Source: an optimization exercise on an open RTL-to-GDS flow (aim: small area and a short achievable clock period). Production flows keep margins and buffers that such runs may drop.
In this exercise RTL edits were held to simulation tests only and were not proved equivalent to the original.
Power and IR drop assume default switching activity.

## if_npc_btb
module if_npc_btb (
   input  logic        cpu_clk,
   input  logic        cpu_rstn,
   input  logic [31:0] pc,
   input  logic        if_valid,
   output logic        pred_taken,
   output logic [31:0] pred_target,
   output logic [31:0] npc,
   input  logic        ex_valid,
   input  logic [31:0] ex_pc,
   input  logic        ex_taken,
   input  logic [31:0] ex_target,
   input  logic        ex_pred_taken,
   input  logic [31:0] ex_pred_target,
   output logic        pred_error,
   output logic        jump_taken,
   output logic [31:0] mispred_cnt
);
   logic [15:0] r_valid;
   logic [1:0]  r_ctr    [16];
   logic [25:0] r_tag    [16];
   logic [29:0] r_target [16];
   logic [31:0] r_mispred_cnt;
   logic [15:0]      w_sel, w_hsel, w_ex_sel, w_tk;
   logic [16*26-1:0] w_tags;
   logic [16*30-1:0] w_tgt_in;
   logic [16*29-1:0] w_ex_in;
   always_comb begin
      for (int e = 0; e < 16; e++) begin
         w_sel[e]    = (pc[5:2] == 4'(e));
         w_hsel[e]   = cpu_rstn & if_valid & (pc[5:2] == 4'(e));
         w_ex_sel[e] = (ex_pc[5:2] == 4'(e));
         w_tk[e]     = r_valid[e] & r_ctr[e][1];
         w_tags[e*26 +: 26]   = r_tag[e];
         w_tgt_in[e*30 +: 30] = r_target[e];
         w_ex_in[e*29 +: 29]  = {r_valid[e], r_ctr[e], r_tag[e]};
      end
   end
   logic [15:0] w_m1, w_m2;
   logic [3:0]  w_ptn;
   logic        w_pt;
   logic [29:0] w_rd_target;
   for (genvar e = 0; e < 16; e++) begin : g_match
      btb_match u_match (.a(r_tag[e]), .b(pc[31:6]), .tk(w_tk[e]), .sel(w_hsel[e]),
                         .m1(w_m1[e]), .m2(w_m2[e]));
   end
   btb_hitor u_pt0 (.m1(w_m1), .m2(w_m2), .ptn(w_ptn[0]), .pt(w_pt));
   btb_hitor u_pt1 (.m1(w_m1), .m2(w_m2), .ptn(w_ptn[1]), .pt());
   btb_hitor u_pt2 (.m1(w_m1), .m2(w_m2), .ptn(w_ptn[2]), .pt());
   btb_hitor u_pt3 (.m1(w_m1), .m2(w_m2), .ptn(w_ptn[3]), .pt());
  ...
Size: ~2900 cells after synthesis, ~230 I/O pins.
clock: 6.5 ns
lec_check: 0
cap_margin: 20
core_margin: 2
core_utilization: 60
setup_slack_margin: 2.2
slew_margin: 20
synth_hierarchical: 1
buffer_ports_args: -buffer_cell sky130_fd_sc_hd__buf_1
cts_args: -sink_clustering_enable -repair_clock_nets -dont_use_dummy_load -sink_clustering_size 24 -sink_clustering_max_diameter 120 -buf_list {sky130_fd_sc_hd__clkbuf_16}
standard.sh (not shown) runs the stock make flow with config.mk's settings and CLKGATE_MAP_FILE= SYNTH_SCRIPT=/design/flow/synth_recipe.tcl, a recipe that flattens the netlist after the stock synthesis.
==> flow/flow/run.sh <==
#!/bin/bash
# Standard synthesis and layout (standard.sh), with the extra ORFS settings
# in flow/extra.mk (port buffer cell, clock tree options).
set -uo pipefail
cat flow/extra.mk >> config.mk
bash standard.sh > flow_standard.log 2>&1
==> flow/flow/extra.mk <==
export BUFFER_PORTS_ARGS = -buffer_cell sky130_fd_sc_hd__buf_1
export CTS_ARGS = -sink_clustering_enable -repair_clock_nets -dont_use_dummy_load -sink_clustering_size 24 -sink_clustering_max_diameter 120 -buf_list {sky130_fd_sc_hd__clkbuf_16}
Edit:
Settings changed: CORE_UTILIZATION 60 to 40, TNS_END_PERCENT set to 0.
Effect: The changed run finished clean. Critical path depth rises by 1. Worst hold slack is about the same. Cell count rises by 8.3%. Die area rises by 49%. Via count falls by 3.4%. Design area falls by 3.3%. Total power falls by 0.57%.

---

The RTL this note starts from:
==> flow/design.v <==
module if_npc_btb (
   input  logic        cpu_clk,
   input  logic        cpu_rstn,
   input  logic [31:0] pc,
   input  logic        if_valid,
   output logic        pred_taken,
   output logic [31:0] pred_target,
   output logic [31:0] npc,
   input  logic        ex_valid,
   input  logic [31:0] ex_pc,
   input  logic        ex_taken,
   input  logic [31:0] ex_target,
   input  logic        ex_pred_taken,
   input  logic [31:0] ex_pred_target,
   output logic        pred_error,
   output logic        jump_taken,
   output logic [31:0] mispred_cnt
);
   logic [15:0] r_valid;
   logic [1:0]  r_ctr    [16];
   logic [25:0] r_tag    [16];
   logic [29:0] r_target [16];
   logic [31:0] r_mispred_cnt;
   logic [15:0]      w_sel, w_hsel, w_ex_sel, w_tk;
   logic [16*26-1:0] w_tags;
   logic [16*30-1:0] w_tgt_in;
   logic [16*29-1:0] w_ex_in;
   always_comb begin
      for (int e = 0; e < 16; e++) begin
         w_sel[e]    = (pc[5:2] == 4'(e));
         w_hsel[e]   = cpu_rstn & if_valid & (pc[5:2] == 4'(e));
         w_ex_sel[e] = (ex_pc[5:2] == 4'(e));
         w_tk[e]     = r_valid[e] & r_ctr[e][1];
         w_tags[e*26 +: 26]   = r_tag[e];
         w_tgt_in[e*30 +: 30] = r_target[e];
         w_ex_in[e*29 +: 29]  = {r_valid[e], r_ctr[e], r_tag[e]};
      end
   end
   logic [15:0] w_m1, w_m2;
   logic [3:0]  w_ptn;
   logic        w_pt;
   logic [29:0] w_rd_target;
   for (genvar e = 0; e < 16; e++) begin : g_match
      btb_match u_match (.a(r_tag[e]), .b(pc[31:6]), .tk(w_tk[e]), .sel(w_hsel[e]),
                         .m1(w_m1[e]), .m2(w_m2[e]));
   end
   btb_hitor u_pt0 (.m1(w_m1), .m2(w_m2), .ptn(w_ptn[0]), .pt(w_pt));
   btb_hitor u_pt1 (.m1(w_m1), .m2(w_m2), .ptn(w_ptn[1]), .pt());
   btb_hitor u_pt2 (.m1(w_m1), .m2(w_m2), .ptn(w_ptn[2]), .pt());
   btb_hitor u_pt3 (.m1(w_m1), .m2(w_m2), .ptn(w_ptn[3]), .pt());
   assign pred_taken = w_pt;
   btb_rdmux #(30) u_pc_rd (.sel(w_sel), .d(w_tgt_in), .q(w_rd_target));
   logic [31:0] w_pc_plus4, w_tgt, w_redir, w_npc_t, w_npc_n;
   assign w_pc_plus4 = pc + 32'd4;
   assign w_tgt      = {w_rd_target, 2'b00};
   assign pred_error = cpu_rstn & ex_valid &
                       ((ex_taken != ex_pred_taken) |
                        (ex_taken & (ex_target != ex_pred_target)));
   assign jump_taken = cpu_rstn & ex_valid & ex_taken & ~pred_error;
   assign w_redir    = ex_taken ? ex_target : (ex_pc + 32'd4);
   assign w_npc_t    = pred_error ? w_redir : w_tgt;
   assign w_npc_n    = pred_error ? w_redir : w_pc_plus4;
   btb_mux2 #(16) u_out0 (.s(w_ptn[0]), .a(w_pc_plus4[15:0]),  .b(w_tgt[15:0]),    .y(pred_target[15:0]));
   btb_mux2 #(16) u_out1 (.s(w_ptn[1]), .a(w_pc_plus4[31:16]), .b(w_tgt[31:16]),   .y(pred_target[31:16]));
   btb_mux2 #(16) u_out2 (.s(w_ptn[2]), .a(w_npc_n[15:0]),     .b(w_npc_t[15:0]),  .y(npc[15:0]));
   btb_mux2 #(16) u_out3 (.s(w_ptn[3]), .a(w_npc_n[31:16]),    .b(w_npc_t[31:16]), .y(npc[31:16]));
   logic       w_ex_rd_valid, w_ex_hit, w_ctr_we, w_ent_we;
   logic [1:0] w_ex_rd_ctr, w_ctr_nxt;
   logic [25:0] w_ex_rd_tag;
   btb_rdmux #(29) u_ex_rd (.sel(w_ex_sel), .d(w_ex_in), .q({w_ex_rd_valid, w_ex_rd_ctr, w_ex_rd_tag}));
   assign w_ex_hit = w_ex_rd_valid & (w_ex_rd_tag == ex_pc[31:6]);
   assign w_ctr_we = cpu_rstn & ex_valid & (w_ex_hit | ex_taken);
   assign w_ent_we = cpu_rstn & ex_valid & ex_taken;
   always_comb begin
      if (!w_ex_hit)
         w_ctr_nxt = 2'b10;
      else if (ex_taken)
         w_ctr_nxt = (w_ex_rd_ctr == 2'b11) ? 2'b11 : w_ex_rd_ctr + 2'd1;
      else
         w_ctr_nxt = (w_ex_rd_ctr == 2'b00) ? 2'b00 : w_ex_rd_ctr - 2'd1;
   end
   always_ff @(posedge cpu_clk or negedge cpu_rstn) begin
      if (!cpu_rstn)
         r_valid <= '0;
      else
         r_valid <= r_valid | (w_ex_sel & {16{w_ent_we}});
   end
   always_ff @(posedge cpu_clk) begin
      for (int e = 0; e < 16; e++) begin
         if (w_ex_sel[e] && w_ctr_we) r_ctr[e] <= w_ctr_nxt;
         if (w_ex_sel[e] && w_ent_we) begin
            r_tag[e]    <= ex_pc[31:6];
            r_target[e] <= ex_target[31:2];
         end
      end
   end
   always_ff @(posedge cpu_clk or negedge cpu_rstn) begin
      if (!cpu_rstn)
         r_mispred_cnt <= 32'd0;
      else if (pred_error)
         r_mispred_cnt <= r_mispred_cnt + 32'd1;
   end
   assign mispred_cnt = r_mispred_cnt;
endmodule
module btb_rdmux #(parameter int W = 1) (
   input  logic [15:0]     sel,
   input  logic [16*W-1:0] d,
   output logic [W-1:0]    q
);
   for (genvar i = 0; i < W; i++) begin : g_bit
      logic [5:0] y;
      logic [1:0] z;
      for (genvar j = 0; j < 5; j++) begin : g_a
         btb_a222oi u_a (.a1(sel[3*j]),   .a2(d[(3*j)*W+i]),
                         .b1(sel[3*j+1]), .b2(d[(3*j+1)*W+i]),
                         .c1(sel[3*j+2]), .c2(d[(3*j+2)*W+i]), .y(y[j]));
      end
      btb_nand2 u_n15 (.a(sel[15]), .b(d[15*W+i]), .y(y[5]));
      btb_nand3 u_z0 (.a(y[0]), .b(y[1]), .c(y[2]), .y(z[0]));
      btb_nand3 u_z1 (.a(y[3]), .b(y[4]), .c(y[5]), .y(z[1]));
      btb_or2   u_q  (.a(z[0]), .b(z[1]), .y(q[i]));
   end
endmodule
module btb_match (
   input  logic [25:0] a,
   input  logic [25:0] b,
   input  logic        tk,
   input  logic        sel,
   output logic        m1,
   output logic        m2
);
   logic [27:0] t;
   logic [6:0]  n;
   for (genvar k = 0; k < 26; k++) begin : g_eq
      btb_xnor2 u_x (.a(a[k]), .b(b[k]), .y(t[k]));
   end
   assign t[26] = tk;
   assign t[27] = sel;
   for (genvar j = 0; j < 7; j++) begin : g_n
      btb_nand4 u_n (.a(t[4*j]), .b(t[4*j+1]), .c(t[4*j+2]), .d(t[4*j+3]), .y(n[j]));
   end
   btb_nor4 u_m1 (.a(n[0]), .b(n[1]), .c(n[2]), .d(n[3]), .y(m1));
   btb_nor3 u_m2 (.a(n[4]), .b(n[5]), .c(n[6]), .y(m2));
endmodule
module btb_hitor (
   input  logic [15:0] m1,
   input  logic [15:0] m2,
   output logic        ptn,
   output logic        pt
);
   logic [7:0] a;
   logic [1:0] p;
   for (genvar j = 0; j < 8; j++) begin : g_a
      btb_a22oi u_a (.a1(m1[2*j]), .a2(m2[2*j]), .b1(m1[2*j+1]), .b2(m2[2*j+1]), .y(a[j]));
   end
   btb_nand4 u_p0 (.a(a[0]), .b(a[1]), .c(a[2]), .d(a[3]), .y(p[0]));
   btb_nand4 u_p1 (.a(a[4]), .b(a[5]), .c(a[6]), .d(a[7]), .y(p[1]));
   btb_nor2 u_ptn (.a(p[0]), .b(p[1]), .y(ptn));
   btb_or2  u_pt  (.a(p[0]), .b(p[1]), .y(pt));
endmodule
module btb_xnor2 (input logic a, b, output logic y);
   assign y = ~(a ^ b);
endmodule
module btb_nand4 (input logic a, b, c, d, output logic y);
   assign y = ~(a & b & c & d);
endmodule
module btb_nor4 (input logic a, b, c, d, output logic y);
   assign y = ~(a | b | c | d);
endmodule
module btb_nor3 (input logic a, b, c, output logic y);
   assign y = ~(a | b | c);
endmodule
module btb_nor2 (input logic a, b, output logic y);
   assign y = ~(a | b);
endmodule
module btb_or2 (input logic a, b, output logic y);
   assign y = a | b;
endmodule
module btb_a222oi (input logic a1, a2, b1, b2, c1, c2, output logic y);
   assign y = ~((a1 & a2) | (b1 & b2) | (c1 & c2));
endmodule
module btb_nand2 (input logic a, b, output logic y);
   assign y = ~(a & b);
endmodule
module btb_nand3 (input logic a, b, c, output logic y);
   assign y = ~(a & b & c);
endmodule
module btb_a22oi (input logic a1, a2, b1, b2, output logic y);
   assign y = ~((a1 & a2) | (b1 & b2));
endmodule
module btb_mux2 #(parameter int W = 1) (
   input  logic         s,
   input  logic [W-1:0] a,
   input  logic [W-1:0] b,
   output logic [W-1:0] y
);
   assign y = s ? a : b;
endmodule
Settings: LEC_CHECK=0, CAP_MARGIN=20, CORE_MARGIN=2, CORE_UTILIZATION=40, SETUP_SLACK_MARGIN=2.2, SLEW_MARGIN=20, SYNTH_HIERARCHICAL=1, BUFFER_PORTS_ARGS=-buffer_cell sky130_fd_sc_hd__buf_1, CTS_ARGS=-sink_clustering_enable -repair_clock_nets -dont_use_dummy_load -buf_list {sky130_fd_sc_hd__clkbuf_4 sky130_fd_sc_hd__clkbuf_8}; clock period 6.5 ns.
==> flow/flow/extra.mk <==
export BUFFER_PORTS_ARGS = -buffer_cell sky130_fd_sc_hd__buf_1
export CTS_ARGS = -sink_clustering_enable -repair_clock_nets -dont_use_dummy_load -buf_list {sky130_fd_sc_hd__clkbuf_4 sky130_fd_sc_hd__clkbuf_8}
Scripts as last shown in full above: flow/flow/run.sh
The baseline completed without violations.
Edit:
SETUP_SLACK_MARGIN = 1.5   (was 2.2)
Effect: The new run passed the timing, design-rule and antenna checks; critical path depth is lower by 2; design area is higher by 1.1%; area after synthesis does not change; core utilization is higher by 0.55 points.

[re-timing with driven ports]
How much do the figures lean on ideal ports? The routed layouts below were timed once more, with nothing changed but the port constraints.
Step 1, drivers: a clkbuf_16 drives cpu_clk and a buf_2 each remaining input, both assumed.
Step 2 also shifts input and output timing later by t, the mid clock arrival at the registers, as if the neighbouring blocks saw the same clock.
Three values: ideal, step 1, step 2; two values: the first two.
run | t, ns | setup slack, ns | worst register clock-pin slew, ns
the first run of note 1 | 0.693 | 1.376 / 1.343 / 0.894 | 0.10 / 0.10
the second run of note 1 | 0.710 | 1.201 / 1.073 / 0.595 | 0.10 / 0.10
the first run of note 2 | 0.877 | 1.345 / 1.255 / 1.029 | 0.07 / 0.07
the second run of note 2 | 0.872 | 1.356 / 1.276 / 0.590 | 0.06 / 0.06
After both steps setup and hold are still met in every run listed. For the second run of note 2, which loses most, drivers alone change the setup slack by -0.080 ns; drivers and shift together by -0.766 ns.
